Context: an optimization exercise on an open-source flow, tuned for small area, a short achievable clock period and few clock cycles per item. The choices shown serve that exercise and are no tape-out recipe. The RTL was checked by simulation tests, not by an equivalence proof against the original design. Power is estimated from default activity; no workload was simulated.

<file path="design/flow/config.mk">
export PLATFORM = sky130hd
export DESIGN_NAME = lru_recency_list
export DESIGN_NICKNAME = lru_recency_list
export VERILOG_FILES = /design/flow/design.v
export SDC_FILE = /design/flow/constraint.sdc
export NUM_CORES = 4
export LEC_CHECK = 0
export CAP_MARGIN = 20
export CORE_MARGIN = 2
export CORE_UTILIZATION = 40
export SLEW_MARGIN = 20
</file>
<file path="design/flow/constraint.sdc">
create_clock -name core_clock -period 6.0 [get_ports {clk}]
set_input_delay 1.2000 -clock core_clock [delete_from_list [all_inputs] [get_ports {clk}]]
set_output_delay 1.2000 -clock core_clock [all_outputs]
set_load 0.01 [all_outputs]
</file>
<file path="design/flow/design.v">
package lrl_pkg;
  localparam int KEY_W = 32;
  localparam int OP_W  = 2;
  localparam int OCC_W = 5;
  localparam int CAP_W = 5;
  localparam logic [CAP_W-1:0] CAP_RESET = 5'd16;
  localparam logic [OP_W-1:0] OP_INSERT = 2'd0;
  localparam logic [OP_W-1:0] OP_REMOVE = 2'd1;
  localparam logic [OP_W-1:0] OP_USE    = 2'd2;
  localparam logic [OP_W-1:0] OP_FIND   = 2'd3;
endpackage
module lrl_cell
(
  input  logic                      clk,
  input  logic                      shift,
  input  logic [lrl_pkg::KEY_W-1:0] left_i,
  input  logic [lrl_pkg::KEY_W-1:0] cmp_key,
  output logic                      match_o,
  output logic [lrl_pkg::KEY_W-1:0] entry_o
);
  logic [lrl_pkg::KEY_W-1:0] entry_r;
  always_ff @(posedge clk) begin
    if (shift) begin
      entry_r <= left_i;
    end
  end
  assign match_o = (entry_r == cmp_key);
  assign entry_o = entry_r;
endmodule
module lru_recency_list
#(
  parameter int DEPTH = 16
) (
  input  logic             clk,
  input  logic             rst_n,
  input  logic             cfg_wr_en,
  input  logic [lrl_pkg::CAP_W-1:0] cfg_wr_data,
  input  logic             in_tvalid,
  output logic             in_tready,
  input  logic [39:0]      in_tdata,
  output logic             out_tvalid,
  input  logic             out_tready,
  output logic [7:0]       out_tdata
);
  localparam int KW = lrl_pkg::KEY_W;
  localparam int CW = $clog2(DEPTH + 1);
  logic [lrl_pkg::CAP_W-1:0] cap_r;
  logic                      v1;
  logic [lrl_pkg::OP_W-1:0]  op1;
  logic [KW-1:0]             key1;
  logic [CW-1:0]             c1;
  logic                      v2;
  logic [lrl_pkg::OP_W-1:0]  op2;
  logic [KW-1:0]             key2;
  logic [CW-1:0]             c2;
  logic [DEPTH-1:0]          m2;
  logic [DEPTH-1:0]          vld;
  logic [CW-1:0]             cnt;
  logic                      recount;
  logic                      blk2;
  logic                      ready_r;
  logic                      fv0, fv1;
  logic [5:0]                fd0, fd1;
  logic [KW-1:0]    entries [DEPTH];
  logic [DEPTH-1:0] cmp;
  logic [DEPTH-1:0] sel;
  logic             eq12;
  generate
    for (genvar i = 0; i < DEPTH; i++) begin : g_cell
      lrl_cell u_cell (
        .clk     (clk),
        .shift   (sel[i]),
        .left_i  ((i == 0) ? key2 : entries[(i == 0) ? 0 : i - 1]),
        .cmp_key (key1),
        .match_o (cmp[i]),
        .entry_o (entries[i])
      );
    end
  endgenerate
  assign eq12 = (key1 == key2);
  logic [DEPTH-1:0] mv, pre, first, pfx_v, sfx_v, drop;
  logic             any, two, evict, fire, adv2;
  logic             is_ins, is_rem, is_use;
  assign mv = m2 & vld;
  always_comb begin
    pre[0]   = 1'b0;
    pfx_v[0] = 1'b1;
    for (int i = 1; i < DEPTH; i++) begin
      pre[i]   = pre[i-1] | mv[i-1];
      pfx_v[i] = pfx_v[i-1] & vld[i-1];
    end
    sfx_v[DEPTH-1] = vld[DEPTH-1];
    for (int i = DEPTH - 2; i >= 0; i--) begin
      sfx_v[i] = sfx_v[i+1] | vld[i];
    end
  end
  assign any   = |mv;
  assign two   = |(mv & pre);
  assign first = mv & ~pre;
  assign evict = cnt >= c2;
  assign is_ins = (op2 == lrl_pkg::OP_INSERT);
  assign is_rem = (op2 == lrl_pkg::OP_REMOVE);
  assign is_use = (op2 == lrl_pkg::OP_USE);
  assign fire = v2 && !blk2;
  assign adv2 = !v2 || !blk2;
  always_comb begin
    for (int i = 0; i < DEPTH; i++) begin
      sel[i]  = fire && ((is_ins && (evict ? sfx_v[i] : pfx_v[i])) ||
                         (is_use && any && !pre[i]));
      drop[i] = fire && ((is_rem && first[i]) || (is_use && mv[i]));
    end
  end
  logic [CW-1:0] pop_cnt;
  logic [CW-1:0] cnt_nxt;
  logic          flag;
  logic          push;
  logic [5:0]    push_d;
  always_comb begin
    pop_cnt = '0;
    for (int i = 0; i < DEPTH; i++) begin
      pop_cnt = pop_cnt + CW'(vld[i]);
    end
  end
  assign flag = is_ins ? evict : any;
  always_comb begin
    cnt_nxt = cnt;
    if (recount) begin
      cnt_nxt = pop_cnt;
    end else if (fire) begin
      if (is_ins && !evict) begin
        cnt_nxt = cnt + CW'(1);
      end else if (is_rem && any) begin
        cnt_nxt = cnt - CW'(1);
      end
    end
  end
  assign push   = recount || (fire && !(is_use && two));
  assign push_d = {lrl_pkg::OCC_W'(cnt_nxt), recount ? 1'b1 : flag};
  logic pop;
  logic fv0_n, fv1_n;
  logic v1_n, v2_n, recount_n, blk2_n;
  assign pop = fv0 && out_tready;
  always_comb begin
    fv0_n = fv0;
    fv1_n = fv1;
    if (fv0 && !pop) begin
      if (!fv1 && push) fv1_n = 1'b1;
    end else if (fv1) begin
      fv0_n = 1'b1;
      fv1_n = push;
    end else begin
      fv0_n = push;
      fv1_n = 1'b0;
    end
  end
  always_ff @(posedge clk) begin
    if (fv0 && !pop) begin
      if (!fv1) fd1 <= push_d;
    end else if (fv1) begin
      fd0 <= fd1;
      fd1 <= push_d;
    end else begin
      fd0 <= push_d;
    end
  end
  logic [CW-1:0] cap_eff;
  always_comb begin
    if (cap_r == '0) begin
      cap_eff = CW'(1);
    end else if (CW'(cap_r) > CW'(DEPTH)) begin
      cap_eff = CW'(DEPTH);
    end else begin
      cap_eff = CW'(cap_r);
    end
  end
  assign v1_n      = ready_r ? in_tvalid : (v1 && !adv2);
  assign v2_n      = adv2 ? v1 : v2;
  assign recount_n = fire && is_use && two;
  assign blk2_n    = recount_n || (fv0_n && fv1_n);
  always_ff @(posedge clk) begin
    if (!rst_n) begin
      cap_r   <= lrl_pkg::CAP_RESET;
      v1      <= 1'b0;
      v2      <= 1'b0;
      vld     <= '0;
      cnt     <= '0;
      recount <= 1'b0;
      blk2    <= 1'b0;
      ready_r <= 1'b1;
      fv0     <= 1'b0;
      fv1     <= 1'b0;
    end else begin
      if (cfg_wr_en) begin
        cap_r <= cfg_wr_data;
      end
      v1      <= v1_n;
      v2      <= v2_n;
      for (int i = 0; i < DEPTH; i++) begin
        if (sel[i]) begin
          vld[i] <= (i == 0) ? 1'b1 : vld[(i == 0) ? 0 : i - 1];
        end else if (drop[i]) begin
          vld[i] <= 1'b0;
        end
      end
      cnt     <= cnt_nxt;
      recount <= recount_n;
      blk2    <= blk2_n;
      ready_r <= !v1_n || !v2_n || !blk2_n;
      fv0     <= fv0_n;
      fv1     <= fv1_n;
    end
  end
  always_ff @(posedge clk) begin
    if (ready_r) begin
      op1  <= in_tdata[1:0];
      key1 <= in_tdata[33:2];
      c1   <= cap_eff;
    end
    if (adv2) begin
      op2  <= op1;
      key2 <= key1;
      c2   <= c1;
      for (int i = 0; i < DEPTH; i++) begin
        m2[i] <= sel[i] ? ((i == 0) ? eq12 : cmp[(i == 0) ? 0 : i - 1]) : cmp[i];
      end
    end
  end
  assign in_tready  = ready_r;
  assign out_tvalid = fv0;
  assign out_tdata  = {2'b00, fd0};
endmodule
</file>
<file path="design/flow/run.sh">
#!/bin/bash
# synth_recipe.tcl (not shown) runs the flow's synth.tcl, then flattens the netlist and writes it again
# the make line also repeats each setting of config.mk as NAME=value (left out here)
make -C /OpenROAD-flow-scripts/flow DESIGN_CONFIG=/design/flow/config.mk WORK_HOME=/design/flow/orfs CLKGATE_MAP_FILE= SYNTH_SCRIPT=/design/flow/synth_recipe.tcl finish
</file>
==> impl_metrics.env, run 1 <==
export IMPL_initial_core_util_pct=40.4
export IMPL_post_cts_resized=0
export IMPL_nets=2028
export IMPL_synthesis_instances=1872
export IMPL_ant_nets=0
export IMPL_io_buffers=51
export IMPL_power_switching_uw=2100
export IMPL_relSlewSlack_pct=29.6
export IMPL_grt_pass1_wl_um=101000
export IMPL_numCtsBuffers=71
export IMPL_ios=60
export IMPL_wirelength_um=67400
export IMPL_antennaDiodeCount=0
export IMPL_clock_power_share_pct=42.3
export IMPL_post_cts_buffers=0
export IMPL_p_comb_share_pct=5.3
export IMPL_final_cell_mix="618 x edfxtp_1, 545 x xnor2_1, 141 x nand4_1, 72 x clkbuf_16, 69 x nand2_1"
export IMPL_finalPower_uw=9570
export IMPL_r2r_cells=14
export IMPL_seqPwrFrac_pct=52.3
export IMPL_cp_max_fo=8
export IMPL_drc_errors=0
export IMPL_ys_ff_latch=651
export IMPL_final_common_cell="edfxtp_1"
export IMPL_rsz0062_at_grt="false"
export IMPL_rows=97
export IMPL_gp_congestion=0.857
export IMPL_clock_sinks=651
export IMPL_finalCriticalPeriod_ns=4.39
export IMPL_area_growth_pct=13.9
export IMPL_syn_area_um2=28200
export IMPL_synth_edff_count=618
export IMPL_hold_viol_final=0
export IMPL_worst_pin_slew_ns=1.05
export IMPL_crit_type="register to register"
export IMPL_num_vias=15200
export IMPL_clkLatencyLatePin_ns=0.62
export IMPL_yosysWarnings=3
export IMPL_drtIter0Drc=1045
export IMPL_crit_arrival_ns=4.74
export IMPL_grt_max_degree=57
export IMPL_clk_pin_slew_ns=0.06
export IMPL_cts_tree="done"
export IMPL_die_area_um2=72700
export IMPL_startpoint_type="register"
export IMPL_rr_endpoint="fd1[5]"
export IMPL_holdPathEnd="c2[3]"
export IMPL_via_per_inst=5.15
export IMPL_switching_share_pct=21.9
export IMPL_first_pass_iters=5
export IMPL_intPower_uw=7470
export IMPL_vdd_drop_max_mv=0.220
export IMPL_root_buffer="clkbuf_16"
export IMPL_antenna_found_initial=0
export IMPL_core_um2=69900
export IMPL_post_synth_cell_area_avg_um2=15.1
export IMPL_r2r_start="vld[5]"
export IMPL_min_from="c1[3]"
export IMPL_grt_overflow=0
export IMPL_place_hpwl_um=48000
export IMPL_ys_seq_area_share_pct=68.1
export IMPL_critical_path_required_ns=6.36
export IMPL_reg2reg_slack_ns=1.61
export IMPL_grt_pass1_vias=15800
export IMPL_finalMaxSlewViolations=0
export IMPL_fin_skew_ns=0.0254
export IMPL_layout_drive_gt1_share_pct=8.97
export IMPL_async_flop_share_pct=0
export IMPL_status="complete, no violations"
export IMPL_yosysUniqueCellTypes=67
export IMPL_htree_levels=3
export IMPL_cts_hold_buf=0
export IMPL_finalSetupTns_ns=0
export IMPL_setup_viol=0
export IMPL_cap_violations=0
export IMPL_hp_class="register to register"
export IMPL_cp_end_kind="register"
export IMPL_fmax_mhz=228
export IMPL_drt_wirelength_per_cell_um=22.9
export IMPL_fill_cells=6216
export IMPL_grt_usage_pct=18.7
export IMPL_finalCritPeriodShare_pct=73.2
export IMPL_leakage_uw=0.00976
export IMPL_power_density_nw_per_um2=298
export IMPL_hold_depth=0
export IMPL_synth_flop_cell="edfxtp_1"
export IMPL_die_h_um=270
export IMPL_clk_path_buf_depth=3
export IMPL_die_x_um=270
==> Yosys cell counts (2+ instances only) <==
library cell / instances / area share, %
a21o_1: 6 / 0.16
o21a_1: 4 / 0.11
nor2b_1: 8 / 0.18
a222oi_1: 4 / 0.14
a22oi_1: 9 / 0.24
nand2_1: 70 / 0.93
nor3_1: 10 / 0.18
nor4_1: 38 / 0.84
nand3_1: 14 / 0.25
o21ai_0: 13 / 0.23
a31oi_1: 4 / 0.089
and3_1: 7 / 0.16
xnor2_1: 545 / 17
nand4_1: 141 / 3.1
ha_1: 15 / 0.67
a21oi_1: 26 / 0.46
o31ai_4: 2 / 0.15
edfxtp_1: 618 / 66
and2_1: 11 / 0.24
buf_4: 4 / 0.11
fa_1: 10 / 0.71
o2111ai_1: 4 / 0.12
mux2i_1: 34 / 1.2
nand3b_1: 4 / 0.11
mux2_2: 7 / 0.28
buf_1: 2 / 0.027
inv_1: 37 / 0.49
clkbuf_1: 81 / 1.1
maj3_1: 2 / 0.071
o31ai_1: 8 / 0.21
o22ai_1: 2 / 0.044
dfxtp_1: 33 / 2.3
nand2b_1: 4 / 0.089
nor2_1: 28 / 0.37
a21oi_2: 3 / 0.093
and4_1: 2 / 0.062
buf_2: 6 / 0.11
o211ai_1: 20 / 0.53
or4_1: 5 / 0.13
xor2_1: 3 / 0.093
or3_1: 2 / 0.044
==> how the worst max path moves through the flow <==
| stage | start | end | slack [ns] | cells past startpoint |
|---|---|---|---|---|
| after floorplan | cnt[0] | m2[14] | 1.78 | 10 |
| final | vld[5] | fd1[5] | 1.61 | 14 |
| after global routing | vld[5] | fd0[5] | 1.43 | 14 |
| after CTS | vld[5] | fd1[5] | 1.63 | 14 |
| after global placement | vld[5] | fd0[5] | 1.66 | 14 |
| after detailed placement | vld[5] | fd0[5] | 1.64 | 14 |
==> kinds of logic (layout without fill, tap and decap cells) <==
family	after synthesis	after routing	share of synthesized area (%)
buf+inv	131	265	1.82
other cells	1	2	0.0133
simple gates	352	352	6.95
compound gates	120	120	3.13
flops	651	651	68.1
mux	41	41	1.49
fa+ha+maj	28	28	1.49
xor+xnor	548	548	17.0
==> area by class of cell <==
| type | count | area [um^2] | area share (%) |
|---|---|---|---|
| Sequential cell | 651 | 19200 | 59.8 |
| Multi-Input combinational cell | 1091 | 8570 | 26.7 |
| Clock buffer | 99 | 1910 | 5.95 |
| Tap cell | 940 | 1180 | 3.66 |
| Timing Repair Buffer | 100 | 898 | 2.80 |
| Clock inverter | 28 | 218 | 0.677 |
| Inverter | 38 | 143 | 0.444 |
==> per-layer routing <==
metal	GRT usage (%)	routed length (um)
met2	33.6	35000
met5	0	0
met4	8.27	3050
met1	22.3	26900
met3	2.78	2460
==> critical path: stages (launching register included) <==
cell,delay (ns)
dfxtp_1,0.48
inv_1,0.16
fa_1,0.54
fa_1,0.53
fa_1,0.42
fa_1,0.49
inv_1,0.05
ha_1,0.19
inv_1,0.08
fa_1,0.19
nor2b_1,0.07
o21a_1,0.17
a221oi_1,0.36
nand2_1,0.14
mux2_2,0.27
==> metrics by stage <==
step	util, %	std cells	setup WS [ns]	hold WS, ns	cell area [um^2]
after floorplan	-	1873	1.78	0.400	28200
after global placement	42.9	2819	1.66	0.403	30000
after detailed placement	42.9	2819	1.64	0.406	30000
after CTS	45.9	2946	1.63	0.418	32100
after global routing	46.0	2947	1.43	0.424	32100
final	46.0	2947	1.61	0.418	32100
==> power groups by stage <==
stage | logic (uW) | clock network (uW) | registers, uW
after floorplan | 337 | 0 | 5090
after global placement | 509 | 0 | 5100
after detailed placement | 515 | 0 | 5100
after CTS | 517 | 4140 | 5010
after global routing | 549 | 4330 | 5010
final | 511 | 4050 | 5010
==> state kept, by name, indices dropped and copies added, names as in the netlist <==
signal	flops
fd0	6
g_cell.u_cell.entry_r	512
c2	5
key1	32
op2	2
key2	32
recount	1
blk2	1
fv1	1
ready_r	1
vld	16
m2	16
fv0	1
cap_r	5
c1	5
v1	1
v2	1
fd1	6
op1	2
cnt	5
Testbench counts, summed over its fixed seeds: cycles 24,024, items 24,000.
==> inputs of run 2 (changes only) <==
--- a/design/flow/design.v
+++ b/design/flow/design.v
@@ -56,5 +56,8 @@
   logic [DEPTH-1:0]          m2;
+  logic                      evict;
   logic [DEPTH-1:0]          vld;
   logic [CW-1:0]             cnt;
-  logic                      recount;
+  logic                      pend;
+  logic [DEPTH-1:0]          dups;
+  logic                      dupflag;
   logic                      blk2;
@@ -80,4 +83,4 @@
   assign eq12 = (key1 == key2);
-  logic [DEPTH-1:0] mv, pre, first, pfx_v, sfx_v, drop;
-  logic             any, two, evict, fire, adv2;
+  logic [DEPTH-1:0] mv, pre, first, extra, pfx_v, sfx_v, pre_d, first_d, drop;
+  logic             any, two, dnz, fire, adv2;
   logic             is_ins, is_rem, is_use;
@@ -86,2 +89,3 @@
     pre[0]   = 1'b0;
+    pre_d[0] = 1'b0;
     pfx_v[0] = 1'b1;
@@ -89,2 +93,3 @@
       pre[i]   = pre[i-1] | mv[i-1];
+      pre_d[i] = pre_d[i-1] | dups[i-1];
       pfx_v[i] = pfx_v[i-1] & vld[i-1];
@@ -96,6 +101,8 @@
   end
-  assign any   = |mv;
-  assign two   = |(mv & pre);
-  assign first = mv & ~pre;
-  assign evict = cnt >= c2;
+  assign any     = |mv;
+  assign first   = mv & ~pre;
+  assign extra   = mv & pre;
+  assign two     = |extra;
+  assign first_d = dups & ~pre_d;
+  assign dnz     = |dups;
   assign is_ins = (op2 == lrl_pkg::OP_INSERT);
@@ -109,7 +116,9 @@
                          (is_use && any && !pre[i]));
-      drop[i] = fire && ((is_rem && first[i]) || (is_use && mv[i]));
-    end
-  end
-  logic [CW-1:0] pop_cnt;
+      drop[i] = (fire && is_rem && first[i]) || (pend && first_d[i]);
+    end
+  end
+  logic          inc, dec;
   logic [CW-1:0] cnt_nxt;
+  logic [CW-1:0] c_nxt;
+  logic          evict_nxt;
   logic          flag;
@@ -117,6 +126,21 @@
   logic [5:0]    push_d;
-  always_comb begin
-    pop_cnt = '0;
-    for (int i = 0; i < DEPTH; i++) begin
-      pop_cnt = pop_cnt + CW'(vld[i]);
+  assign inc = fire && is_ins && !evict;
+  assign dec = (fire && is_rem && any) || (pend && dnz);
+  always_comb begin
+    if (inc) begin
+      cnt_nxt = cnt + CW'(1);
+    end else if (dec) begin
+      cnt_nxt = cnt - CW'(1);
+    end else begin
+      cnt_nxt = cnt;
+    end
+  end
+  assign c_nxt = adv2 ? c1 : c2;
+  always_comb begin
+    if (inc) begin
+      evict_nxt = ({1'b0, cnt} + (CW+1)'(1)) >= {1'b0, c_nxt};
+    end else if (dec) begin
+      evict_nxt = {1'b0, cnt} >= ({1'b0, c_nxt} + (CW+1)'(1));
+    end else begin
+      evict_nxt = cnt >= c_nxt;
     end
@@ -124,19 +148,7 @@
   assign flag = is_ins ? evict : any;
-  always_comb begin
-    cnt_nxt = cnt;
-    if (recount) begin
-      cnt_nxt = pop_cnt;
-    end else if (fire) begin
-      if (is_ins && !evict) begin
-        cnt_nxt = cnt + CW'(1);
-      end else if (is_rem && any) begin
-        cnt_nxt = cnt - CW'(1);
-      end
-    end
-  end
-  assign push   = recount || (fire && !(is_use && two));
-  assign push_d = {lrl_pkg::OCC_W'(cnt_nxt), recount ? 1'b1 : flag};
+  assign push   = (fire && !(is_use && two)) || (pend && !dnz);
+  assign push_d = {lrl_pkg::OCC_W'(cnt_nxt), pend ? 1'b1 : flag};
   logic pop;
-  logic fv0_n, fv1_n;
-  logic v1_n, v2_n, recount_n, blk2_n;
+  logic fv0_n, fv1_n, full_n;
+  logic v1_n, v2_n, pend_n, dupflag_n;
   assign pop = fv0 && out_tready;
@@ -155,2 +167,3 @@
   end
+  assign full_n = (fv0 && !pop) || fv1;
   always_ff @(posedge clk) begin
@@ -177,4 +190,4 @@
   assign v2_n      = adv2 ? v1 : v2;
-  assign recount_n = fire && is_use && two;
-  assign blk2_n    = recount_n || (fv0_n && fv1_n);
+  assign pend_n    = (fire && is_use && two) || (pend && dnz);
+  assign dupflag_n = dupflag || (fire && is_ins && any);
   always_ff @(posedge clk) begin
@@ -186,3 +199,5 @@
       cnt     <= '0;
-      recount <= 1'b0;
+      evict   <= 1'b0;
+      pend    <= 1'b0;
+      dupflag <= 1'b0;
       blk2    <= 1'b0;
@@ -205,7 +220,16 @@
       cnt     <= cnt_nxt;
-      recount <= recount_n;
-      blk2    <= blk2_n;
-      ready_r <= !v1_n || !v2_n || !blk2_n;
+      evict   <= evict_nxt;
+      pend    <= pend_n;
+      dupflag <= dupflag_n;
+      blk2    <= pend_n || full_n;
+      ready_r <= dupflag_n ? !v1_n : (!v1_n || !v2_n || !full_n);
       fv0     <= fv0_n;
       fv1     <= fv1_n;
+    end
+  end
+  always_ff @(posedge clk) begin
+    if (fire && is_use) begin
+      dups <= extra;
+    end else begin
+      dups <= dups & ~first_d;
     end
==> run 2 against run 1 <==
- still clean
- clock skew is 0.0023 ns lower
- maximum frequency is 7.8% higher
- flip-flop and latch count is 17 higher
- sequential power is 2% higher
- worst hold slack better by 0.017 ns
- total power is 3.4% higher
- register-to-register slack better by 0.32 ns
- core utilization stayed put
- via count is 2.8% higher
- synthesized cell count is 2.9% higher
- largest power group unchanged
==> impl_metrics.env, run 2 <==
export IMPL_status="complete, no violations"
export IMPL_synth_flop_cell="edfxtp_1"
export IMPL_htree_levels=3
export IMPL_largest_reg_flops=512
export IMPL_p_comb_share_pct=5.1
export IMPL_multiInputGateArea_um2=8760
export IMPL_cpPeakStageDelay_ns=0.97
export IMPL_antennaDiodeCount=0
export IMPL_synth_top_cell_by_area="edfxtp_1"
export IMPL_leakage_uw=0.0101
export IMPL_critical_path_required_ns=6.04
export IMPL_power_density_nw_per_um2=302
export IMPL_drc_errors=0
export IMPL_synth_area_top_cells="edfxtp_1 64%, xnor2_1 17%, dfxtp_1 3.8%, nand4_1 3.2%, nand2_1 1.0%"
export IMPL_clk_path_buf_depth=3
export IMPL_fin_skew_ns=0.0231
export IMPL_grt_max_degree=57
export IMPL_grt_pass1_wl_um=99400
export IMPL_antenna_found_initial=0
export IMPL_worst_pin_slew_ns=1.09
export IMPL_synth_most_common_cell="edfxtp_1"
export IMPL_largestRegisters="g_cell.u_cell.entry_r x512, key1 x32, key2 x32"
export IMPL_rsz0062_at_grt="false"
export IMPL_via_per_inst=5.17
export IMPL_drt_wirelength_per_cell_um=21.8
export IMPL_synth_edff_count=613
export IMPL_seq_area_um2=19500
export IMPL_hold_depth=0
export IMPL_crit_type="register to register"
export IMPL_first_pass_iters=5
export IMPL_clock_power_share_pct=43.3
export IMPL_ys_ff_latch=668
export IMPL_gp_congestion=0.894
export IMPL_place_ws_ns=2.39
export IMPL_post_synth_cell_area_avg_um2=14.9
export IMPL_initial_core_util_pct=40.2
export IMPL_drtIter0Drc=1132
export IMPL_io_buffers=51
export IMPL_fmax_mhz=246
export IMPL_core_um2=71200
export IMPL_cp_cell_sequence="a222oi_1 -> nand3_2 -> nor3_2 -> nor2_1 -> a2bb2oi_1 -> clkinv_1"
export IMPL_synthTopCellsByCount="613 x edfxtp_1, 552 x xnor2_1, 146 x nand4_1"
export IMPL_path_depth=6
export IMPL_yosysTopAreaCellShare_pct=64.2
export IMPL_post_cts_resized=0
export IMPL_root_buffer="clkbuf_16"
export IMPL_post_cts_buffers=0
export IMPL_fill_cells=6178
export IMPL_seqPwrFrac_pct=51.5
export IMPL_timing_final_ws_setup_ns=1.93
export IMPL_switching_share_pct=21.6
export IMPL_power_switching_uw=2130
export IMPL_cp_end_kind="register"
export IMPL_layout_drive_gt1_share_pct=9.08
export IMPL_yosysWarnings=3
export IMPL_ios=60
export IMPL_die_h_um=272
export IMPL_setup_viol=0
export IMPL_finalCritPeriodShare_pct=67.9
export IMPL_clk_pin_slew_ns=0.06
export IMPL_finalMaxSlewViolations=0
export IMPL_async_flop_share_pct=0
export IMPL_intPower_uw=7770
export IMPL_clkLatencyLatePin_ns=0.62
export IMPL_vdd_drop_max_mv=0.262
export IMPL_finalSetupTns_ns=0
export IMPL_cp_max_fo=32
export IMPL_largest_register="g_cell.u_cell.entry_r"
export IMPL_finalCriticalPeriod_ns=4.07
export IMPL_crit_family="compound AO/OA/AOI/OAI gates"
export IMPL_yosysUniqueCellTypes=76
export IMPL_relSlewSlack_pct=27.0
export IMPL_ant_nets=0
export IMPL_nets=2084
export IMPL_numCtsBuffers=72
export IMPL_grt_pass1_vias=16200
export IMPL_startpoint_type="register"
export IMPL_final_common_cell="edfxtp_1"
export IMPL_r2r_cells=6
export IMPL_synthesis_instances=1927
export IMPL_slowest_stage="a222oi_1"
export IMPL_crit_arrival_ns=4.11
export IMPL_die_area_um2=73800
export IMPL_final_cell_mix="613 x edfxtp_1, 552 x xnor2_1, 146 x nand4_1, 79 x nand2_1, 74 x clkbuf_16"
export IMPL_place_hpwl_um=47700
export IMPL_die_x_um=272
export IMPL_num_vias=15600
export IMPL_hp_class="register to register"
export IMPL_syn_area_um2=28700
export IMPL_cap_violations=0
export IMPL_crit_buf_inv=1
export IMPL_grt_overflow=0
export IMPL_cts_hold_buf=0
export IMPL_wirelength_um=65700
export IMPL_rows=98
export IMPL_ys_seq_area_share_pct=68.1
export IMPL_hold_viol_final=0
export IMPL_grt_usage_pct=18.0
export IMPL_area_growth_pct=14.3
export IMPL_cts_tree="done"
export IMPL_clock_sinks=668
-- run 2: final cells by class --
type	count	share of cell area, %
clock buffers	97	6.07
inverters	22	0.252
clock inverters	34	0.894
well taps	950	3.63
multi-input cells	1148	26.7
flip-flops and latches	668	59.6
repair buffers	102	2.84
-- run 2: power groups by stage --
stage               logic (uW)  registers [uW]  clock network, uW
floorplan                  333            5190                  0
CTS                        514            5100               4380
global placement           508            5200                  0
global route               547            5100               4560
finish                     507            5100               4290
detailed placement         512            5200                  0
-- run 2: cell families after synthesis --
logic type | share of synthesized area [%]
flip-flops | 68.1
XOR/XNOR | 16.9
AND/OR/NAND/NOR | 7.77
AO/OA/AOI/OAI | 3.23
buffers and inverters | 1.68
multiplexers | 1.41
adder cells (fa/ha/maj) | 0.908
other | 0.0131
-- run 2: routing by layer --
layer	wire, um	part of all wire (%)	global-route usage [%]
met2	34300	52	32.5
met3	2600	4.0	2.77
met1	26100	40	21.2
met5	0	0	0
met4	2770	4.2	7.63
-- run 2: worst reg2reg max path: stages (launching register included) --
cell       delay (ns)
edfxtp_1         0.41
a222oi_1         0.97
nand3_2          0.34
nor3_2           0.25
nor2_1           0.21
a2bb2oi_1        0.40
clkinv_1         0.91
-- run 2: stage by stage --
stage / hold WS [ns] / total power (uW) / area (um^2) / utilization [%] / std cells
after floorplan: 0.400 / 5530 / 28700 / - / 1928
after global placement: 0.435 / 5700 / 30400 / 42.7 / 2887
after detailed placement: 0.423 / 5710 / 30400 / 42.7 / 2887
after CTS: 0.436 / 9990 / 32700 / 45.9 / 3018
after global routing: 0.443 / 10200 / 32800 / 46.0 / 3021
final: 0.434 / 9900 / 32800 / 46.0 / 3021
-- run 2: path summary, 6_finish.rpt --
check,from,endpoint,slack [ns]
worst max-delay path,m2[8],g_cell[5].u_cell.entry_r[10],1.93
worst min-delay path,op1[0],op2[0],0.43
worst max register to register,m2[8],g_cell[5].u_cell.entry_r[10],1.93
worst min register to register,op1[0],op2[0],0.43
Testbench counts of run 2, summed over its fixed seeds: cycles 24,024, items 24,000.
==> inputs of run 3 (changes only) <==
--- a/design/flow/config.mk
+++ b/design/flow/config.mk
@@ -7,5 +7,8 @@
 export LEC_CHECK = 0
+export ABC_CLOCK_PERIOD_IN_PS = 2000
 export CAP_MARGIN = 20
 export CORE_MARGIN = 2
-export CORE_UTILIZATION = 40
+export CORE_UTILIZATION = 55
+export CTS_BUF_LIST = sky130_fd_sc_hd__clkbuf_4 sky130_fd_sc_hd__clkbuf_8
+export SETUP_SLACK_MARGIN = 4.0
 export SLEW_MARGIN = 20
==> run 3 against run 2 <==
- sequential power hardly changed
- largest cell class unchanged
- core utilization grew 25 points
- critical path type unchanged
- flip-flop and latch count unchanged
==> impl_metrics.env, run 3 <==
export IMPL_status="complete, no violations"
export IMPL_ant_nets=0
export IMPL_finalPower_uw=9610
export IMPL_finalCriticalPeriod_ns=2.61
export IMPL_cap_violations=0
export IMPL_crit_arrival_ns=3.21
export IMPL_core_um2=51400
export IMPL_largest_register="g_cell.u_cell.entry_r"
export IMPL_synth_area_top_cells="edfxtp_1 64%, xnor2_1 17%, dfxtp_1 3.8%, nand4_1 3.2%, nand2_1 1.0%"
export IMPL_drtIter0Drc=1714
export IMPL_cts_tree="done"
export IMPL_hp_class="register to register"
export IMPL_fin_skew_ns=0.0260
export IMPL_rsz0062_at_grt="true"
export IMPL_hold_viol_final=0
export IMPL_initial_core_util_pct=55.8
export IMPL_htree_levels=3
export IMPL_crit_type="register to register"
export IMPL_die_area_um2=54000
export IMPL_stdcell_count=3045
export IMPL_root_buffer="clkbuf_8"
export IMPL_synthesis_instances=1927
export IMPL_drt_wirelength_per_cell_um=28.1
export IMPL_drc_errors=0
export IMPL_finalSetupTns_ns=0
export IMPL_largest_reg_flops=512
export IMPL_fmax_mhz=383
export IMPL_vdd_drop_max_mv=0.232
export IMPL_ys_ff_latch=668
export IMPL_wl_met3_um=5080
export IMPL_seq_area_um2=19600
export IMPL_nets=2347
export IMPL_critical_path_required_ns=6.60
export IMPL_largestRegisters="g_cell.u_cell.entry_r x512, key1 x32, key2 x32"
export IMPL_timing_final_ws_setup_ns=3.39
export IMPL_worst_pin_slew_ns=0.783
export IMPL_place_hpwl_um=49500
export IMPL_relSlewSlack_pct=47.8
export IMPL_area_growth_pct=27.4
export IMPL_grt_usage_pct=31.9
export IMPL_rows=83
export IMPL_io_buffers=51
export IMPL_final_common_cell="edfxtp_1"
export IMPL_synth_most_common_cell="edfxtp_1"
export IMPL_post_synth_cell_area_avg_um2=14.9
export IMPL_yosysUniqueCellTypes=76
export IMPL_crit_buf_inv=0
export IMPL_via_per_inst=5.90
export IMPL_grt_pass1_vias=18300
export IMPL_clk_pin_slew_ns=0.06
export IMPL_num_vias=18000
export IMPL_dp_cells=2610
export IMPL_clkLatencyLatePin_ns=0.72
export IMPL_die_h_um=232
export IMPL_wl_met2_um=44100
export IMPL_crit_family="compound AO/OA/AOI/OAI gates"
export IMPL_startpoint_type="register"
export IMPL_layout_drive_gt1_share_pct=26.8
export IMPL_clk_path_buf_depth=3
export IMPL_dr_max_layer_used="met4"
export IMPL_cts_hold_buf=0
export IMPL_place_ws_ns=2.43
export IMPL_synth_flop_cell="edfxtp_1"
export IMPL_multiInputGateArea_um2=10100
export IMPL_synthTopCellsByCount="613 x edfxtp_1, 552 x xnor2_1, 146 x nand4_1"
export IMPL_grt_pass1_wl_um=123000
export IMPL_antennaDiodeCount=0
export IMPL_ios=60
export IMPL_yosysTopAreaCellShare_pct=64.2
export IMPL_async_flop_share_pct=0
export IMPL_cp_max_fo=8
export IMPL_grt_max_degree=33
export IMPL_power_density_nw_per_um2=263
export IMPL_cpPeakStageDelay_ns=0.44
export IMPL_grt_overflow=0
export IMPL_first_pass_iters=7
export IMPL_cp_end_kind="register"
export IMPL_final_cell_mix="613 x edfxtp_1, 548 x xnor2_1, 146 x nand4_1, 113 x clkbuf_8, 112 x buf_4"
export IMPL_setup_viol=0
export IMPL_finalMaxSlewViolations=0
export IMPL_ys_seq_area_share_pct=68.1
export IMPL_wl_met1_um=32400
export IMPL_synth_edff_count=613
export IMPL_finalCritPeriodShare_pct=43.5
export IMPL_slowest_stage="a21oi_2"
export IMPL_syn_area_um2=28700
export IMPL_antenna_found_initial=0
export IMPL_numCtsBuffers=108
export IMPL_wirelength_um=85700
export IMPL_cp_cell_sequence="and2_1 -> a21oi_2 -> o211ai_1 -> a311o_1 -> nor4_4 -> o21ai_1 -> o21a_1"
export IMPL_leakage_uw=0.0120
export IMPL_die_x_um=232
export IMPL_synth_top_cell_by_area="edfxtp_1"
export IMPL_fill_cells=3392
export IMPL_clock_sinks=668
export IMPL_gp_congestion=0.863
export IMPL_yosysWarnings=3
-- run 3: what timing repair did --
item	in CTS	in global routing
endpoints found under the setup margin	593	587
resized for setup	335	77
setup buffers	133	47
endpoints found under the hold margin	0	0
pin swaps	70	40
gates cloned	51	6
-- run 3: layout make-up --
type	instances	area share, %
clock buffers	155	5.12
inverters	22	0.377
repair buffers	299	9.88
multi-input cells	1171	27.7
clock inverters	43	0.720
flip-flops and latches	668	53.6
repair inverters	7	0.212
well taps	680	2.33
-- run 3: cell families after synthesis --
logic type | share of synthesized area, %
AO/OA/AOI/OAI | 3.23
buffers and inverters | 1.68
XOR/XNOR | 16.9
multiplexers | 1.41
AND/OR/NAND/NOR | 7.77
adder cells (fa/ha/maj) | 0.908
flip-flops | 68.1
other | 0.0131
-- run 3: worst register-to-register path, cell delays in order, from the launching register on --
cell and delay (ns):
edfxtp_1 0.42, and2_1 0.25, a21oi_2 0.44, o211ai_1 0.28, a311o_1 0.41, nor4_4 0.37
o21ai_1 0.15, o21a_1 0.18
-- run 3: metal layers --
layer,global-route usage [%],vias to the layer above
li1,-,7904
met4,12.9,0
met1,38.6,9038
met2,56.6,782
met5,0,-
met3,5.51,243
-- run 3: path summary, 6_finish.rpt --
check                            start     end  slack [ns]  cells past startpoint
worst min-delay path            op1[1]  op2[1]        0.43                      0
worst max-delay path             m2[0]    blk2        3.39                      7
worst min register to register  op1[1]  op2[1]        0.43                      0
worst max register to register   m2[0]    blk2        3.39                      7
-- run 3: power breakdown --
group	internal [uW]	leakage [uW]	switching, uW
combinational	251	0.00469	337
clock	2090	0.00114	1830
sequential	5070	0.00617	32.6
total	7410	0.0120	2200
-- run 3: per-stage QoR --
step	util [%]	hold WS (ns)	area [um^2]
final	71.0	0.434	36500
after global routing	71.0	0.445	36500
after CTS	69.3	0.434	35600
after detailed placement	58.6	0.405	30100
after global placement	58.6	0.412	30100
after floorplan	-	0.400	28900
==> inputs of run 4 (changes only) <==
==> design/flow/config.mk (replaced) <==
export PLATFORM = sky130hd
export DESIGN_NAME = lru_recency_list
export DESIGN_NICKNAME = lru_recency_list
export VERILOG_FILES = /design/flow/design.v
export SDC_FILE = /design/flow/constraint.sdc
export NUM_CORES = 4
export LEC_CHECK = 0
export ABC_CLOCK_PERIOD_IN_PS = 2500
export CAP_MARGIN = 20
export CORE_MARGIN = 2
export CORE_UTILIZATION = 40
export CTS_CLUSTER_DIAMETER = 100
export CTS_CLUSTER_SIZE = 30
export SETUP_SLACK_MARGIN = 3.5
export SLEW_MARGIN = 20
==> run 4 against run 3 <==
- clock-buffer cell count decreased by 122
- total power is 17% lower
- register-to-register slack is essentially flat
- sequential share of layout area rose by 5.1 points
- core utilization fell by 24 points
- clock skew is 0.032 ns higher
- worst hold slack better by 0.026 ns
- die area rose by 37%
- global-route usage down 13 points
- synthesized area unchanged
- setup slack got worse by 0.0042 ns
- largest power group unchanged
- highest routed layer unchanged
==> impl_metrics.env, run 4 <==
export IMPL_numCtsBuffers=27
export IMPL_grt_usage_pct=18.7
export IMPL_grt_pass1_vias=16000
export IMPL_nets=2151
export IMPL_clk_pin_slew_ns=0.12
export IMPL_io_buffers=51
export IMPL_synth_edff_count=613
export IMPL_r2r_cells=9
export IMPL_intPower_uw=6230
export IMPL_cp_max_fo=6
export IMPL_drtIter0Drc=1302
export IMPL_async_flop_share_pct=0
export IMPL_final_common_cell="edfxtp_1"
export IMPL_drc_errors=0
export IMPL_crit_arrival_ns=2.98
export IMPL_hold_viol_final=0
export IMPL_synth_most_common_cell="edfxtp_1"
export IMPL_relSlewSlack_pct=44.2
export IMPL_min_from="g_cell[14].u_cell.entry_r[20]"
export IMPL_finalMaxSlewViolations=0
export IMPL_area_growth_pct=16.1
export IMPL_layout_drive_gt1_share_pct=15.5
export IMPL_htree_levels=1
export IMPL_antenna_found_initial=0
export IMPL_largest_register="g_cell.u_cell.entry_r"
export IMPL_hp_class="register to register"
export IMPL_synthesis_instances=1927
export IMPL_switching_share_pct=22.1
export IMPL_clock_sinks=668
export IMPL_die_area_um2=73800
export IMPL_antennaDiodeCount=0
export IMPL_syn_area_um2=28700
export IMPL_die_h_um=272
export IMPL_stdcell_count=3043
export IMPL_cp_end_kind="register"
export IMPL_initial_core_util_pct=40.2
export IMPL_rsz0062_at_grt="true"
export IMPL_ios=60
export IMPL_post_synth_cell_area_avg_um2=14.9
export IMPL_vdd_drop_max_mv=0.229
export IMPL_ant_nets=0
export IMPL_fin_skew_ns=0.0584
export IMPL_die_x_um=272
export IMPL_clkLatencyLatePin_ns=0.64
export IMPL_root_buffer="clkbuf_16"
export IMPL_power_density_nw_per_um2=240
export IMPL_p_comb_share_pct=6.8
export IMPL_gp_congestion=0.888
export IMPL_synthTopCellsByCount="613 x edfxtp_1, 552 x xnor2_1, 146 x nand4_1"
export IMPL_place_ws_ns=2.29
export IMPL_startpoint_type="register"
export IMPL_hold_depth=0
export IMPL_drt_wirelength_per_cell_um=23.6
export IMPL_worst_pin_slew_ns=0.833
export IMPL_timing_final_ws_setup_ns=3.38
export IMPL_via_per_inst=5.27
export IMPL_cap_violations=0
export IMPL_finalCritPeriodShare_pct=43.6
export IMPL_synth_flop_cell="edfxtp_1"
export IMPL_status="complete, no violations"
export IMPL_crit_start="dups[3]"
export IMPL_leakage_uw=0.0102
export IMPL_largestRegisters="g_cell.u_cell.entry_r x512, key1 x32, key2 x32"
export IMPL_clk_path_buf_depth=3
export IMPL_finalSetupTns_ns=0
export IMPL_final_cell_mix="613 x edfxtp_1, 550 x xnor2_1, 146 x nand4_1, 96 x buf_4, 71 x nand2_1"
export IMPL_yosysUniqueCellTypes=76
export IMPL_dp_cells=2879
export IMPL_clock_power_share_pct=29.4
export IMPL_synth_area_top_cells="edfxtp_1 64%, xnor2_1 17%, dfxtp_1 3.8%, nand4_1 3.2%, nand2_1 1.0%"
export IMPL_crit_type="register to register"
export IMPL_fmax_mhz=382
export IMPL_grt_max_degree=42
export IMPL_setup_viol=0
export IMPL_reg2reg_slack_ns=3.38
export IMPL_finalCriticalPeriod_ns=2.62
export IMPL_place_hpwl_um=48200
export IMPL_grt_pass1_wl_um=103000
export IMPL_synth_top_cell_by_area="edfxtp_1"
export IMPL_grt_overflow=0
export IMPL_r2r_start="dups[3]"
export IMPL_ys_seq_area_share_pct=68.1
export IMPL_cts_tree="done"
export IMPL_critical_path_required_ns=6.36
export IMPL_yosysWarnings=3
export IMPL_first_pass_iters=6
export IMPL_seqPwrFrac_pct=63.8
export IMPL_wirelength_um=71800
export IMPL_num_vias=16100
export IMPL_core_um2=71200
export IMPL_ys_ff_latch=668
export IMPL_largest_reg_flops=512
export IMPL_power_switching_uw=1760
export IMPL_rows=98
export IMPL_whs_ns=0.459
export IMPL_yosysTopAreaCellShare_pct=64.2
-- run 4: final cells by class --
cell class                      count  area [um^2]
Clock inverter                      8         92.6
Timing Repair Buffer              197         2010
Multi-Input combinational cell   1158         9520
Timing Repair inverter              7         62.6
Sequential cell                   668        19500
Tap cell                          950         1190
Fill cell                        6172        38000
Inverter                           22          128
Clock buffer                       33          729
-- run 4: worst paths after layout --
check | end
min | g_cell[15].u_cell.entry_r[20]
min reg2reg | g_cell[15].u_cell.entry_r[20]
max | fd0[4]
max reg2reg | fd0[4]
-- run 4: routing by layer --
layer / vias up / GRT usage [%] / share of wire (%)
li1: 7401 / - / -
met1: 8111 / 22.9 / 39
met2: 423 / 34.4 / 53
met3: 116 / 1.68 / 3.6
met4: 0 / 6.33 / 3.9
met5: - / 0 / 0
-- run 4: timing repair --
item / in CTS / in global routing
hold buffers: 0 / 0
gates resized for setup: 117 / 112
pin swaps: 24 / 34
gates cloned: 12 / 13
buffers inserted: 53 / 45
setup endpoints to repair: 577 / 484
hold endpoints to repair: 0 / 0
-- run 4: critical path, stage by stage (launching register included) --
cell and delay, ns:
dfxtp_4 0.37, or4_4 0.55, nand4bb_4 0.29, o31ai_4 0.30, buf_6 0.17, nand2_8 0.08
a21oi_4 0.17, xor2_1 0.18, buf_4 0.17, o21ai_2 0.05
-- run 4: cells by family (layout without fill, tap and decap cells) --
kind of cell | Yosys count | after routing | share of synthesized area, %
AO/OA/AOI/OAI | 131 | 133 | 3.23
XOR/XNOR | 554 | 554 | 16.9
adder cells (fa/ha/maj) | 21 | 21 | 0.908
buffers and inverters | 112 | 267 | 1.68
flip-flops | 668 | 668 | 68.1
multiplexers | 39 | 39 | 1.41
other | 1 | 2 | 0.0131
AND/OR/NAND/NOR | 401 | 409 | 7.77
-- run 4: power groups by stage --
stage                     combinational, uW  sequential [uW]  clock (uW)
after floorplan                         336             5190           0
after global placement                  505             5200           0
after detailed placement                508             5210           0
after CTS                               532             5100        2380
after global routing                    579             5100        2540
final                                   541             5100        2350
-- run 4: through the flow --
stage | total power (uW) | util, % | cell area (um^2)
CTS | 8010 | 45.3 | 32200
global placement | 5710 | 42.7 | 30400
global route | 8220 | 46.7 | 33300
finish | 7990 | 46.7 | 33300
floorplan | 5530 | - | 28800
detailed placement | 5710 | 42.7 | 30400
==> inputs of run 5 (changes only) <==
--- a/design/flow/config.mk
+++ b/design/flow/config.mk
@@ -7,3 +7,3 @@
 export LEC_CHECK = 0
-export ABC_CLOCK_PERIOD_IN_PS = 2500
+export ABC_AREA = 1
 export CAP_MARGIN = 20
@@ -12,3 +12,3 @@
 export CTS_CLUSTER_DIAMETER = 100
-export CTS_CLUSTER_SIZE = 30
+export CTS_CLUSTER_SIZE = 24
 export SETUP_SLACK_MARGIN = 3.5
==> run 5 against run 4 <==
- maximum frequency rose by 4.4%
- combinational power barely moved
- routed wire length fell by 5.2%
- setup slack improved by 0.11 ns
- flip-flop and latch count did not move
- final cell count rose by 12%
- clock power rose by 2%
- register-to-register slack improved by 0.11 ns
- first-iteration DRC count fell by 15%
- non-clock buffer count fell by 23
- total power rose by 0.48%
- via count rose by 9.0%
- highest routed layer unchanged
==> impl_metrics.env, run 5 <==
export IMPL_core_um2=73000
export IMPL_crit_family="simple AND/OR/NAND/NOR gates"
export IMPL_die_x_um=276
export IMPL_largest_reg_flops=512
export IMPL_cp_cell_sequence="nor2_4 -> nand4_1 -> nor2_2 -> nand4_1 -> nor2_2 -> nand4_1 -> nor2_2 -> nand4_1 -> nand2_2 -> nand2_4 -> buf_12 -> clkbuf_16"
export IMPL_met1_usage_pct=21.1
export IMPL_fill_cells=6284
export IMPL_reg2reg_slack_ns=3.49
export IMPL_numCtsBuffers=31
export IMPL_crit_buf_inv=2
export IMPL_ys_ff_latch=668
export IMPL_crit_arrival_ns=2.92
export IMPL_cpPeakStageDelay_ns=0.36
export IMPL_ys_seq_area_share_pct=66.1
export IMPL_synth_most_common_cell="edfxtp_1"
export IMPL_grt_pass1_wl_um=98600
export IMPL_initial_core_util_pct=40.5
export IMPL_grt_usage_pct=17.1
export IMPL_slowest_stage="dfxtp_4"
export IMPL_finalPower_uw=8030
export IMPL_fmax_mhz=399
export IMPL_synth_area_top_cells="edfxtp_1 62%, xnor2_1 6.2%, xor2_1 6.1%, dfxtp_1 3.7%, nand2_1 3.5%"
export IMPL_use_met3_pct=1.77
export IMPL_cap_violations=0
export IMPL_grt_max_degree=37
export IMPL_synthesis_instances=2302
export IMPL_rsz0062_at_grt="true"
export IMPL_yosysUniqueCellTypes=63
export IMPL_power_density_nw_per_um2=237
export IMPL_drc_errors=0
export IMPL_synth_edff_count=613
export IMPL_largest_register="g_cell.u_cell.entry_r"
export IMPL_synth_top_cell_by_area="edfxtp_1"
export IMPL_stdcell_area_um2=33800
export IMPL_layout_drive_gt1_share_pct=16.7
export IMPL_synth_flop_cell="edfxtp_1"
export IMPL_hold_viol_final=0
export IMPL_num_vias=17500
export IMPL_gp_congestion=0.896
export IMPL_htree_levels=1
export IMPL_clk_pin_slew_ns=0.10
export IMPL_antennaDiodeCount=0
export IMPL_crit_top_cell="nand4_1"
export IMPL_relSlewSlack_pct=39.1
export IMPL_use_met2_pct=31.1
export IMPL_place_hpwl_um=46700
export IMPL_placed_cell_area_um2=31200
export IMPL_largestRegisters="g_cell.u_cell.entry_r x512, key1 x32, key2 x32"
export IMPL_vdd_drop_max_mv=0.278
export IMPL_nets=2514
export IMPL_ios=60
export IMPL_ant_nets=0
export IMPL_yosysTopAreaCellShare_pct=62.3
export IMPL_leakage_uw=0.0116
export IMPL_cp_max_fo=8
export IMPL_async_flop_share_pct=0
export IMPL_worst_pin_slew_ns=0.913
export IMPL_io_buffers=51
export IMPL_grt_pass1_vias=17300
export IMPL_area_growth_pct=14.5
export IMPL_post_synth_cell_area_avg_um2=12.8
export IMPL_yosysWarnings=3
export IMPL_wirelength_um=68100
export IMPL_finalCriticalPeriod_ns=2.51
export IMPL_cts_tree="done"
export IMPL_first_pass_iters=5
export IMPL_cp_end_kind="register"
export IMPL_antenna_found_initial=0
export IMPL_startpoint_type="register"
export IMPL_syn_area_um2=29500
export IMPL_rows=99
export IMPL_clock_sinks=668
export IMPL_critical_path_required_ns=6.41
export IMPL_die_h_um=276
export IMPL_grt_busiest_layer="met2"
export IMPL_drtIter0Drc=1107
export IMPL_final_cell_mix="613 x edfxtp_1, 266 x nand2_1, 210 x xnor2_1, 206 x xor2_1, 124 x inv_1"
export IMPL_clk_path_buf_depth=3
export IMPL_crit_type="register to register"
export IMPL_via_per_inst=5.13
export IMPL_finalSetupTns_ns=0
export IMPL_status="complete, no violations"
export IMPL_clkLatencyLatePin_ns=0.64
export IMPL_final_common_cell="edfxtp_1"
export IMPL_grt_overflow=0
export IMPL_root_buffer="clkbuf_16"
export IMPL_finalCritPeriodShare_pct=41.8
export IMPL_setup_viol=0
export IMPL_synthTopCellsByCount="613 x edfxtp_1, 278 x nand2_1, 210 x xnor2_1"
export IMPL_finalMaxSlewViolations=0
export IMPL_die_area_um2=76000
export IMPL_hp_class="register to register"
export IMPL_drt_wirelength_per_cell_um=19.9
export IMPL_fin_skew_ns=0.0163
[run 5: changes by cell type in the layout (fill, tap and decap cells not counted), sizes merged, moves of 48 or more]
cell / change
xnor2: -342
nand2: +214
xor2: +205
inv: +110
or2: +95
nand3: +70
nor2: +70
o21ai: +48
[run 5: routing by layer]
layer  share of wire, %  wire (um)
met1                 41      27600
met2                 52      35500
met3                3.6       2450
met4                3.7       2490
met5                  0          0
[run 5: cell type report]
type,instances,area (um^2),area share [%]
multi-input cells,1420,9740,28.8
repair buffers,174,1860,5.50
well taps,959,1200,3.55
flip-flops and latches,668,19500,57.8
repair inverters,3,17.5,0.0518
inverters,146,603,1.78
clock inverters,2,50.0,0.148
clock buffers,41,813,2.40
[run 5: what timing repair did]
item / in CTS / in global routing
setup endpoints to repair: 576 / 544
resized for setup: 95 / 87
hold endpoints to repair: 0 / 0
cloned: 9 / 16
setup buffers: 45 / 33
hold buffers: 0 / 0
pin swaps: 20 / 26
[run 5: cells by family (layout without fill, tap and decap cells)]
logic type	after synthesis	after routing	synth area share [%]
and+or+nand+nor	797	805	13.6
DFF	668	668	66.1
xor gates and xnor gates	417	417	12.4
buffers and inverters	228	366	3.27
AOI/OAI and AO/OA	171	176	3.76
adders and majority gates	20	20	0.847
other	1	2	0.0127
[run 5: final timing paths]
path / from / end / cells past startpoint
worst max register to register: vld[15] / g_cell[0].u_cell.entry_r[30] / 12
worst min-delay path: op1[1] / op2[1] / 0
worst min register to register: op1[1] / op2[1] / 0
worst max-delay path: vld[15] / g_cell[0].u_cell.entry_r[30] / 12
[run 5: power breakdown]
| group | leakage [uW] | switching, uW | total, uW | internal, uW |
|---|---|---|---|---|
| clock network | 0.000418 | 1390 | 2390 | 998 |
| logic | 0.00507 | 319 | 541 | 222 |
| registers | 0.00616 | 31.9 | 5100 | 5060 |
| total | 0.0116 | 1740 | 8030 | 6280 |
[run 5: per-stage QoR]
step	instances	setup WS (ns)	hold slack [ns]	utilization, %
CTS	3364	3.47	0.457	45.1
global placement	3267	2.43	0.432	42.7
finish	3413	3.49	0.452	46.4
floorplan	2303	3.38	0.400	-
global route	3413	3.37	0.460	46.4
detailed placement	3267	2.41	0.432	42.7
==> inputs of run 6 (changes only) <==
--- a/design/flow/config.mk
+++ b/design/flow/config.mk
@@ -10,5 +10,6 @@
 export CORE_MARGIN = 2
-export CORE_UTILIZATION = 40
+export CORE_UTILIZATION = 60
 export CTS_CLUSTER_DIAMETER = 100
 export CTS_CLUSTER_SIZE = 24
+export PLACE_DENSITY = 0.75
 export SETUP_SLACK_MARGIN = 3.5
==> run 6 against run 5 <==
- still clean
- maximum frequency is 1.0% higher
- first-iteration DRC count is 49% higher
- sequential power hardly changed
- critical path depth is 1 higher
- setup slack better by 0.026 ns
- sequential share of layout area is 0.96 points higher
- clock skew is 0.0041 ns higher
- routed wire length is 4.2% lower
- final area is 1.7% lower
- global-route usage is 7.7 points higher
- critical endpoint is now m2[0]
- largest cell class unchanged
==> impl_metrics.env, run 6 <==
export IMPL_setup_viol=0
export IMPL_synth_edff_count=613
export IMPL_grt_usage_pct=24.8
export IMPL_final_cell_mix="613 x edfxtp_1, 270 x nand2_1, 210 x xnor2_1, 206 x xor2_1, 126 x inv_1"
export IMPL_die_area_um2=51000
export IMPL_slowest_stage="dfxtp_2"
export IMPL_final_common_cell="edfxtp_1"
export IMPL_drc_errors=0
export IMPL_yosysWarnings=3
export IMPL_die_h_um=226
export IMPL_drtIter0Drc=1646
export IMPL_synth_most_common_cell="edfxtp_1"
export IMPL_synthesis_instances=2302
export IMPL_grt_busiest_layer="met2"
export IMPL_area_growth_pct=12.6
export IMPL_cp_max_fo=5
export IMPL_largestRegisters="g_cell.u_cell.entry_r x512, key1 x32, key2 x32"
export IMPL_place_ws_ns=2.47
export IMPL_status="complete, no violations"
export IMPL_cap_violations=0
export IMPL_use_met2_pct=43.9
export IMPL_placed_cell_area_um2=30700
export IMPL_grt_max_degree=37
export IMPL_yosysUniqueCellTypes=63
export IMPL_synth_top_family_by_area="simple AND/OR/NAND/NOR gates"
export IMPL_synth_compound_area_share_pct=3.76
export IMPL_layout_drive_gt1_share_pct=15.8
export IMPL_synth_simple_area_share_pct=13.6
export IMPL_nets=2513
export IMPL_met1_usage_pct=32.5
export IMPL_gp_congestion=0.954
export IMPL_synth_xor_area_share_pct=12.4
export IMPL_r2r_cells=13
export IMPL_muxShareOfSynthArea_pct=0
export IMPL_cts_tree="done"
export IMPL_numCtsBuffers=31
export IMPL_worst_pin_slew_ns=0.866
export IMPL_leakage_uw=0.0116
export IMPL_use_met3_pct=2.75
export IMPL_hold_viol_final=0
export IMPL_finalMaxSlewViolations=0
export IMPL_ys_seq_area_share_pct=66.1
export IMPL_yosysTopAreaCellShare_pct=62.3
export IMPL_initial_core_util_pct=60.6
export IMPL_crit_buf_inv=1
export IMPL_crit_type="register to register"
export IMPL_place_hpwl_um=44200
export IMPL_ys_ff_latch=668
export IMPL_fmax_mhz=403
export IMPL_synth_top_cell_by_area="edfxtp_1"
export IMPL_rows=81
export IMPL_stdcell_area_um2=33300
export IMPL_via_per_inst=5.73
export IMPL_io_buffers=51
export IMPL_hp_class="register to register"
export IMPL_synth_flop_cell="edfxtp_1"
export IMPL_ant_nets=0
export IMPL_cts_hold_buf=0
export IMPL_fin_skew_ns=0.0205
export IMPL_async_flop_share_pct=0
export IMPL_clock_sinks=668
export IMPL_path_depth=13
export IMPL_cp_cell_sequence="nor2_4 -> nand4_1 -> nor2_2 -> nand4_1 -> nor2_2 -> nand4_1 -> nor2_2 -> nand4_1 -> nand2_2 -> nand2_4 -> buf_12 -> nand2_4 -> nand2_1"
export IMPL_first_pass_iters=6
export IMPL_finalCritPeriodShare_pct=41.3
export IMPL_vdd_drop_max_mv=0.262
export IMPL_startpoint_type="register"
export IMPL_grt_pass1_vias=17200
export IMPL_die_x_um=226
export IMPL_antenna_found_initial=0
export IMPL_grt_overflow=0
export IMPL_post_synth_cell_area_avg_um2=12.8
export IMPL_synth_area_top_cells="edfxtp_1 62%, xnor2_1 6.2%, xor2_1 6.1%, dfxtp_1 3.7%, nand2_1 3.5%"
export IMPL_wirelength_um=65200
export IMPL_synth_adder_area_share_pct=0.847
export IMPL_finalSetupTns_ns=0
export IMPL_postLayoutCoreUtil_pct=68.2
export IMPL_largest_register="g_cell.u_cell.entry_r"
export IMPL_largest_reg_flops=512
export IMPL_synthTopCellsByCount="613 x edfxtp_1, 278 x nand2_1, 210 x xnor2_1"
export IMPL_hold_depth=0
export IMPL_grt_pass1_wl_um=95100
export IMPL_cpPeakStageDelay_ns=0.36
export IMPL_drt_wirelength_per_cell_um=20.8
export IMPL_cp_end_kind="register"
export IMPL_syn_area_um2=29500
export IMPL_crit_family="simple AND/OR/NAND/NOR gates"
export IMPL_core_um2=48700
export IMPL_relSlewSlack_pct=42.3
export IMPL_critical_path_required_ns=6.38
export IMPL_rsz0062_at_grt="true"
export IMPL_timing_final_ws_setup_ns=3.52
export IMPL_power_density_nw_per_um2=241
export IMPL_ios=60
export IMPL_clk_path_buf_depth=3
export IMPL_clk_pin_slew_ns=0.10
export IMPL_finalCriticalPeriod_ns=2.48
export IMPL_root_buffer="clkbuf_16"
export IMPL_crit_arrival_ns=2.86
export IMPL_crit_top_cell="nand4_1"
export IMPL_htree_levels=1
export IMPL_clkLatencyLatePin_ns=0.62
export IMPL_num_vias=17900
-- run 6: stage by stage --
stage / cells / hold WS, ns / total power [uW]
5_1_grt: 3131 / 0.437 / 8250
3_5_place_dp: 2965 / 0.408 / 5670
6_report: 3132 / 0.433 / 8030
2_1_floorplan: 2303 / 0.400 / 5520
4_1_cts: 3077 / 0.434 / 8010
3_3_place_gp: 2965 / 0.410 / 5650
-- run 6: final cells by class --
| cell class | count | area (um^2) |
|---|---|---|
| flip-flops and latches | 668 | 19500 |
| fillers | 3266 | 15500 |
| multi-input cells | 1417 | 9620 |
| repair buffers | 174 | 1760 |
| clock buffers | 57 | 895 |
| well taps | 664 | 831 |
| inverters | 146 | 589 |
| repair inverters | 5 | 35.0 |
| diodes | 1 | 2.50 |
-- run 6: report_power, final --
group | internal, uW | switching (uW) | leakage (uW) | total (uW)
logic | 227 | 324 | 0.00501 | 551
registers | 5060 | 31.2 | 0.00615 | 5090
clock network | 1010 | 1370 | 0.000424 | 2380
-- run 6: path summary, 6_finish.rpt --
kind                start      to  slack [ns]
setup / recovery  vld[15]   m2[0]        3.52
hold / removal     op1[0]  op2[0]        0.43
setup reg to reg  vld[15]   m2[0]        3.52
hold reg to reg    op1[0]  op2[0]        0.43
-- run 6: repair_timing --
action,in CTS,in global routing
gates cloned,11,9
resized for setup,74,69
setup endpoints to repair,576,257
setup buffers,44,45
pin swaps,15,26
-- run 6: per-layer routing --
metal	vias up	wire length [um]
li1	8395	-
met1	8820	25600
met2	622	33500
met3	106	4210
met4	0	1910
met5	-	0
-- run 6: kinds of logic after synthesis --
kind of cell             count (synthesis)
other                                    1
AO/OA/AOI/OAI                          171
flip-flops                             668
buffers and inverters                  228
XOR/XNOR                               417
adder cells (fa/ha/maj)                 20
AND/OR/NAND/NOR                        797
-- run 6: worst reg2reg max path, stage by stage (launching register included) --
cell	delay, ns
dfxtp_2	0.36
nor2_4	0.10
nand4_1	0.15
nor2_2	0.19
nand4_1	0.18
nor2_2	0.18
nand4_1	0.19
nor2_2	0.20
nand4_1	0.14
nand2_2	0.14
nand2_4	0.13
buf_12	0.18
nand2_4	0.05
nand2_1	0.04
==> inputs of run 7 (changes only) <==
--- a/design/flow/config.mk
+++ b/design/flow/config.mk
@@ -14,3 +14,3 @@
 export PLACE_DENSITY = 0.75
-export SETUP_SLACK_MARGIN = 3.5
+export SETUP_SLACK_MARGIN = 3.6
 export SLEW_MARGIN = 20
==> run 7 against run 6 <==
- global-route usage rose by 0.71 points
- maximum frequency rose by 0.79%
- synthesized cell count did not move
- combinational power rose by 7.3%
- routed wire length rose by 5.2%
- clock-buffer cell count fell by 1
- final area rose by 1.9%
- total power rose by 0.50%
- non-clock buffer count rose by 28
- first-iteration DRC count fell by 8.4%
- die area did not move
- critical endpoint is now g_cell[0].u_cell.entry_r[19]
- largest power group unchanged
==> impl_metrics.env, run 7 <==
export IMPL_status="complete, no violations"
export IMPL_hold_viol_final=0
export IMPL_slowest_stage="dfxtp_4"
export IMPL_cp_max_fo=8
export IMPL_grt_max_degree=37
export IMPL_first_pass_iters=6
export IMPL_synth_area_top_cells="edfxtp_1 62%, xnor2_1 6.2%, xor2_1 6.1%, dfxtp_1 3.7%, nand2_1 3.5%"
export IMPL_drtIter0Drc=1508
export IMPL_muxShareOfSynthArea_pct=0
export IMPL_synth_xor_area_share_pct=12.4
export IMPL_root_buffer="clkbuf_16"
export IMPL_largestRegisters="g_cell.u_cell.entry_r x512, key1 x32, key2 x32"
export IMPL_yosysWarnings=3
export IMPL_critical_path_required_ns=6.40
export IMPL_stdcell_area_um2=33900
export IMPL_synth_simple_area_share_pct=13.6
export IMPL_cp_cell_sequence="nand4_1 -> nor2_2 -> nand4_1 -> nor2_2 -> nand4_1 -> nor2_2 -> nand4_1 -> nand2_4 -> nand2_8 -> clkbuf_16"
export IMPL_synth_compound_area_share_pct=3.76
export IMPL_finalSetupTns_ns=0
export IMPL_final_cell_mix="613 x edfxtp_1, 261 x nand2_1, 209 x xnor2_1, 206 x xor2_1, 118 x inv_1"
export IMPL_grt_pass1_wl_um=97900
export IMPL_seqPwrFrac_pct=63.2
export IMPL_cts_tree="done"
export IMPL_post_synth_cell_area_avg_um2=12.8
export IMPL_ys_ff_latch=668
export IMPL_crit_top_cell="nand4_1"
export IMPL_worst_pin_slew_ns=0.801
export IMPL_die_h_um=226
export IMPL_relSlewSlack_pct=46.0
export IMPL_cts_hold_buf=0
export IMPL_gp_congestion=0.949
export IMPL_placed_cell_area_um2=30700
export IMPL_layout_drive_gt1_share_pct=18.8
export IMPL_finalMaxSlewViolations=0
export IMPL_ios=60
export IMPL_ys_seq_area_share_pct=66.1
export IMPL_clkLatencyLatePin_ns=0.63
export IMPL_leakage_uw=0.0119
export IMPL_wirelength_um=68600
export IMPL_crit_type="register to register"
export IMPL_vdd_drop_max_mv=0.322
export IMPL_ant_nets=0
export IMPL_grt_overflow=0
export IMPL_die_x_um=226
export IMPL_crit_buf_inv=1
export IMPL_rsz0062_at_grt="true"
export IMPL_synth_top_cell_by_area="edfxtp_1"
export IMPL_yosysTopAreaCellShare_pct=62.3
export IMPL_fill_cells=3300
export IMPL_drc_errors=0
export IMPL_largest_register="g_cell.u_cell.entry_r"
export IMPL_intPower_uw=6300
export IMPL_async_flop_share_pct=0
export IMPL_synth_edff_count=613
export IMPL_synth_most_common_cell="edfxtp_1"
export IMPL_setup_viol=0
export IMPL_crit_arrival_ns=2.86
export IMPL_place_hpwl_um=44200
export IMPL_clk_pin_slew_ns=0.10
export IMPL_p_comb_share_pct=7.3
export IMPL_crit_family="simple AND/OR/NAND/NOR gates"
export IMPL_initial_core_util_pct=60.6
export IMPL_fmax_mhz=406
export IMPL_cpPeakStageDelay_ns=0.44
export IMPL_finalCritPeriodShare_pct=41.0
export IMPL_grt_pass1_vias=17700
export IMPL_syn_area_um2=29500
export IMPL_cp_end_kind="register"
export IMPL_cap_violations=0
export IMPL_synth_flop_cell="edfxtp_1"
export IMPL_finalCriticalPeriod_ns=2.46
export IMPL_clk_path_buf_depth=3
export IMPL_grt_usage_pct=25.5
export IMPL_synth_adder_area_share_pct=0.847
export IMPL_timing_final_ws_setup_ns=3.54
export IMPL_synth_top_family_by_area="simple AND/OR/NAND/NOR gates"
export IMPL_numCtsBuffers=31
export IMPL_switching_share_pct=21.9
export IMPL_fin_skew_ns=0.0180
export IMPL_nets=2547
export IMPL_startpoint_type="register"
export IMPL_synthTopCellsByCount="613 x edfxtp_1, 278 x nand2_1, 210 x xnor2_1"
export IMPL_hp_class="register to register"
export IMPL_htree_levels=1
export IMPL_power_switching_uw=1760
export IMPL_io_buffers=51
export IMPL_power_density_nw_per_um2=238
export IMPL_rows=81
export IMPL_synthesis_instances=2302
export IMPL_antennaDiodeCount=0
export IMPL_clock_sinks=668
export IMPL_via_per_inst=5.74
export IMPL_num_vias=18200
export IMPL_yosysUniqueCellTypes=63
export IMPL_antenna_found_initial=0
export IMPL_core_um2=48700
export IMPL_clock_power_share_pct=29.5
export IMPL_place_ws_ns=2.45
export IMPL_largest_reg_flops=512
export IMPL_area_growth_pct=14.8
export IMPL_die_area_um2=51000
export IMPL_drt_wirelength_per_cell_um=21.7
export IMPL_final_common_cell="edfxtp_1"
## run 7: cell families (layout without fill, tap and decap cells)
| group | after synthesis | in the layout |
|---|---|---|
| compound gates | 171 | 177 |
| xor+xnor | 417 | 417 |
| fa+ha+maj | 20 | 20 |
| buf+inv | 228 | 410 |
| flops | 668 | 668 |
| other cells | 1 | 2 |
| simple gates | 797 | 807 |
## run 7: repair_timing
item / in CTS / in global routing
pin swaps: 21 / 33
resized for setup: 124 / 86
gates cloned: 11 / 13
buffers inserted: 67 / 58
setup endpoints to repair: 576 / 472
## run 7: worst paths after layout
kind | slack, ns | cells past startpoint | to | from
hold / removal | 0.46 | 0 | op2[0] | op1[0]
setup reg to reg | 3.54 | 10 | g_cell[0].u_cell.entry_r[19] | evict
setup / recovery | 3.54 | 10 | g_cell[0].u_cell.entry_r[19] | evict
hold reg to reg | 0.46 | 0 | op2[0] | op1[0]
## run 7: metal layers
metal  vias up  routed length (um)  track usage (%)
li1       8469                   -                -
met1      8900               26700             33.7
met2       648               35100             44.3
met3       143                4150             2.45
met4         0                2660             9.08
met5         -                   0                0
## run 7: stage by stage
stage	total power, uW	hold WS (ns)	cells	utilization [%]
after CTS	8030	0.461	3094	67.3
after detailed placement	5670	0.439	2959	63.0
after global placement	5650	0.426	2959	63.0
after floorplan	5520	0.400	2303	-
final	8070	0.458	3165	69.5
after global routing	8290	0.463	3165	69.5
## run 7: power by group through the flow
stage	Sequential, uW	Combinational [uW]	Clock (uW)
finish	5100	591	2380
global route	5100	634	2560
CTS	5100	537	2400
detailed placement	5230	444	0
global placement	5220	427	0
floorplan	5190	326	0
## run 7: cell type report
type	instances	area [um^2]	share of cell area, %
flip-flops and latches	668	19500	57.6
multi-input cells	1423	9990	29.5
repair buffers	202	1990	5.88
repair inverters	5	35.0	0.103
inverters	146	622	1.84
clock inverters	1	5.00	0.0148
clock buffers	56	873	2.58
well taps	664	831	2.45
## run 7: worst reg2reg max path, delay by kind of cell, from the launching register on
| kind | cells | cell delay, ns |
|---|---|---|
| simple gates | 9 | 1.61 |
| flops | 1 | 0.44 |
| buf+inv | 1 | 0.18 |

-- afterwards: timing with drivers on the ports --
Ports are ideal in the flow. The routed layouts listed here were re-timed in OpenROAD. Step 1 sets driving cells, clkbuf_16 on the clock port and buf_2 on the other inputs (assumed; they add their load-dependent delay and slew). Step 2 times the ports against the registers' clock, not the clock port: input delays grow and output delays shrink by t, the midpoint of the rising clock arrivals with the driver on. Slacks: ideal ports / drivers / drivers and shift; pairs: ideal ports / drivers.
| run | shift t [ns] | slack for setup (ns) | hold WS [ns] | clock arrival spread, ns |
|---|---|---|---|---|
| run 1 | 0.670 | 1.611 / 1.611 / 1.611 | 0.418 / 0.418 / 0.418 | 0.026 / 0.026 |
| run 2 | 0.671 | 1.928 / 1.928 / 1.928 | 0.434 / 0.434 / 0.434 | 0.027 / 0.027 |
| run 3 | 0.762 | 3.388 / 3.388 / 3.227 | 0.434 / 0.434 / 0.434 | 0.030 / 0.030 |
| run 4 | 0.668 | 3.383 / 3.383 / 2.837 | 0.459 / 0.459 / 0.459 | 0.059 / 0.058 |
| run 5 | 0.690 | 3.494 / 3.494 / 3.014 | 0.452 / 0.452 / 0.452 | 0.016 / 0.016 |
| run 6 | 0.671 | 3.520 / 3.485 / 3.022 | 0.433 / 0.433 / 0.433 | 0.022 / 0.022 |
| run 7 | 0.682 | 3.540 / 3.540 / 3.163 | 0.458 / 0.458 / 0.458 | 0.018 / 0.019 |
After both steps every run listed still meets setup and hold. The setup slack of run 4, which loses most, moves by 0.000 ns with the drivers and by -0.546 ns with both steps.
